Background: an optimization exercise with open tools, aiming at small area, a short achievable clock period and few clock cycles per item. Do not read the settings as production practice.
In this exercise RTL edits were held to simulation tests only and were not proved equivalent to the original.

== v25 ==
Design triangle_setup_top, start of the top module:
module triangle_setup_top (
    input  logic        clk,
    input  logic        rstn,
    input  logic [31:0] i_v0_x,
    input  logic [31:0] i_v0_y,
    input  logic [31:0] i_v1_x,
    input  logic [31:0] i_v1_y,
    input  logic [31:0] i_v2_x,
    input  logic [31:0] i_v2_y,
    input  logic        i_dv,
    input  logic        i_ready,
    output logic        o_ready,
    output logic [31:0] o_bb_tl_x,
    output logic [31:0] o_bb_tl_y,
    output logic [31:0] o_bb_br_x,
    output logic [31:0] o_bb_br_y,
    output logic [31:0] o_edge_val0,
    output logic [31:0] o_edge_val1,
    output logic [31:0] o_edge_val2,
    output logic [31:0] o_edge_delta0_x,
    output logic [31:0] o_edge_delta0_y,
    output logic [31:0] o_edge_delta1_x,
    output logic [31:0] o_edge_delta1_y,
    output logic [31:0] o_edge_delta2_x,
    output logic [31:0] o_edge_delta2_y,
    output logic [31:0] o_area,
    output logic        o_dv,
    output logic        o_culled
);
For scale: about 650 I/O pins, ~0.13 mm2 of cells after synthesis.
==> flow/config.mk <==
export PLATFORM = sky130hd
export DESIGN_NAME = triangle_setup_top
export DESIGN_NICKNAME = triangle_setup_top
export VERILOG_FILES = /design/flow/design.v
export SDC_FILE = /design/flow/constraint.sdc
export NUM_CORES = 4
export LEC_CHECK = 0
export CAP_MARGIN = 20
export CELL_PAD_IN_SITES_DETAIL_PLACEMENT = 1
export CELL_PAD_IN_SITES_GLOBAL_PLACEMENT = 2
export CORE_MARGIN = 2
export CORE_UTILIZATION = 30
export PLACE_DENSITY = 0.5
export SLEW_MARGIN = 20
==> flow/constraint.sdc <==
create_clock -name core_clock -period 15.0 [get_ports {clk}]
set_input_delay 3.0000 -clock core_clock [delete_from_list [all_inputs] [get_ports {clk}]]
set_output_delay 3.0000 -clock core_clock [all_outputs]
set_load 0.01 [all_outputs]
standard.sh (not shown) runs the stock make flow with config.mk's settings and CLKGATE_MAP_FILE= SYNTH_SCRIPT=/design/flow/synth_recipe.tcl, a recipe that flattens the netlist after the stock synthesis.
==> flow/flow/run.sh <==
#!/bin/bash
# The standard layout (standard synthesis unchanged), with the timing repair
# after placement, clock tree and global routing aiming for 10 ns of setup slack
# at the design's clock period.
set -euo pipefail
bash standard.sh SETUP_SLACK_MARGIN=10 finish > standard_make.log 2>&1
Testbench counts of v25, summed over its fixed seeds: cycles 7,435, items 3,200.
Modified inputs, v17 compared to v25
- CELL_PAD_IN_SITES_DETAIL_PLACEMENT: 1 -> unset
- CELL_PAD_IN_SITES_GLOBAL_PLACEMENT: 2 -> unset
==> flow/flow/run.sh <==
#!/bin/bash
# The standard layout (standard synthesis unchanged), with the timing repair
# after placement, clock tree and global routing aiming for 9 ns of setup slack
# at the design's clock period.
set -euo pipefail
bash standard.sh SETUP_SLACK_MARGIN=9 finish > standard_make.log 2>&1
Findings:
- Compared with v25, in v17 clock buffer instance count of the final layout lost 2; finished layout cell area lost about 5.3%; final worst setup slack lost 0.25 ns; register bit count reported by yosys neither gained nor lost much; final clock skew picked up an extra 0.032 ns.
- Going from v25 to v17, the fraction of final layout cells sized beyond drive strength 1 was found to have gone down by 9.7 points.
- Logic depth of the worst path, buffers included, v17 and v25, lower one = v17.
- Worst endpoint data arrival time sits higher in v17 than in v25.
- Taking v25 as the reference, in v17 peak per-stage delay on the critical path now sits higher; post-detailed-routing wire length now sits lower; data-path buffer share of cell area in the final layout now sits lower.

west:
triangle_setup_top, a different RTL version from the one above (not shown whole).
For scale: about 12000 cells after synthesis, ~1200 flip-flops, about 650 I/O pins, ~120000 sq um of cells after synthesis.
export LEC_CHECK = 0
export CAP_MARGIN = 20
export CORE_MARGIN = 2
export CORE_UTILIZATION = 30
export CTS_BUF_LIST = sky130_fd_sc_hd__clkbuf_8
export PLACE_DENSITY = 0.5
export SLEW_MARGIN = 20
create_clock -name core_clock -period 15.0 [get_ports {clk}]
==> flow/flow/run.sh <==
#!/bin/bash
# The standard layout (standard synthesis unchanged), with the timing repair
# after placement, clock tree and global routing aiming for 9 ns of setup slack
# at the design's clock period.
set -euo pipefail
bash standard.sh SETUP_SLACK_MARGIN=9 finish > standard_make.log 2>&1
west: no failed stages, no open violations at the end
Testbench counts of west, summed over its fixed seeds: cycles 7,435, items 3,200.
The inputs of south differ from those of west as listed below.
# west
export LEC_CHECK = 0
export CAP_MARGIN = 20
export CORE_MARGIN = 2
export CORE_UTILIZATION = 30
export CTS_BUF_LIST = sky130_fd_sc_hd__clkbuf_8
export PLACE_DENSITY = 0.5
export SLEW_MARGIN = 20
create_clock -name core_clock -period 15.0 [get_ports {clk}]
# south
export LEC_CHECK = 0
export CAP_MARGIN = 20
export CORE_MARGIN = 2
export CORE_UTILIZATION = 30
export PLACE_DENSITY = 0.5
export SLEW_MARGIN = 20
create_clock -name core_clock -period 15.0 [get_ports {clk}]
Results
- | routing usage on met1 | west vs south | ≈ equal |
- Comparing south against west, there is no change at all in starting density of the core.
- When south is measured against west, its number of standard cells in the final layout excluding fillers turns out 0.65% lower.
- Comparing west and south, the higher clock latency of the later-clocked register in the worst-skew pair was measured on west.
- Per the comparison of south with west, total number of clock tree sinks held steady, count of clock buffers in the final design shrank by 46.

re-timing with driven ports:
Ports are ideal in the flow. The routed layouts listed here were re-timed in OpenROAD. Step 1 sets driving cells, clkbuf_16 on the clock port and buf_2 on the other inputs (assumed; they add their load-dependent delay and slew). Step 2 also shifts input and output timing later by t, the mid clock arrival at the registers, as if the neighbouring blocks saw the same clock. Slacks: ideal ports / drivers / drivers and shift; pairs: ideal ports / drivers.
run	t, ns	slack for setup (ns)	slew at the worst register clock pin (ns)
v25	0.988	9.248 / 9.248 / 8.897	0.07 / 0.07
v17	0.991	9.001 / 9.001 / 8.193	0.07 / 0.07
west	1.118	9.021 / 9.027 / 7.977	0.07 / 0.07
south	0.981	9.007 / 9.072 / 8.102	0.07 / 0.07
After both steps setup and hold are still met in every run listed. The setup slack of west, which loses most, moves by +0.006 ns with the drivers and by -1.044 ns with both steps.
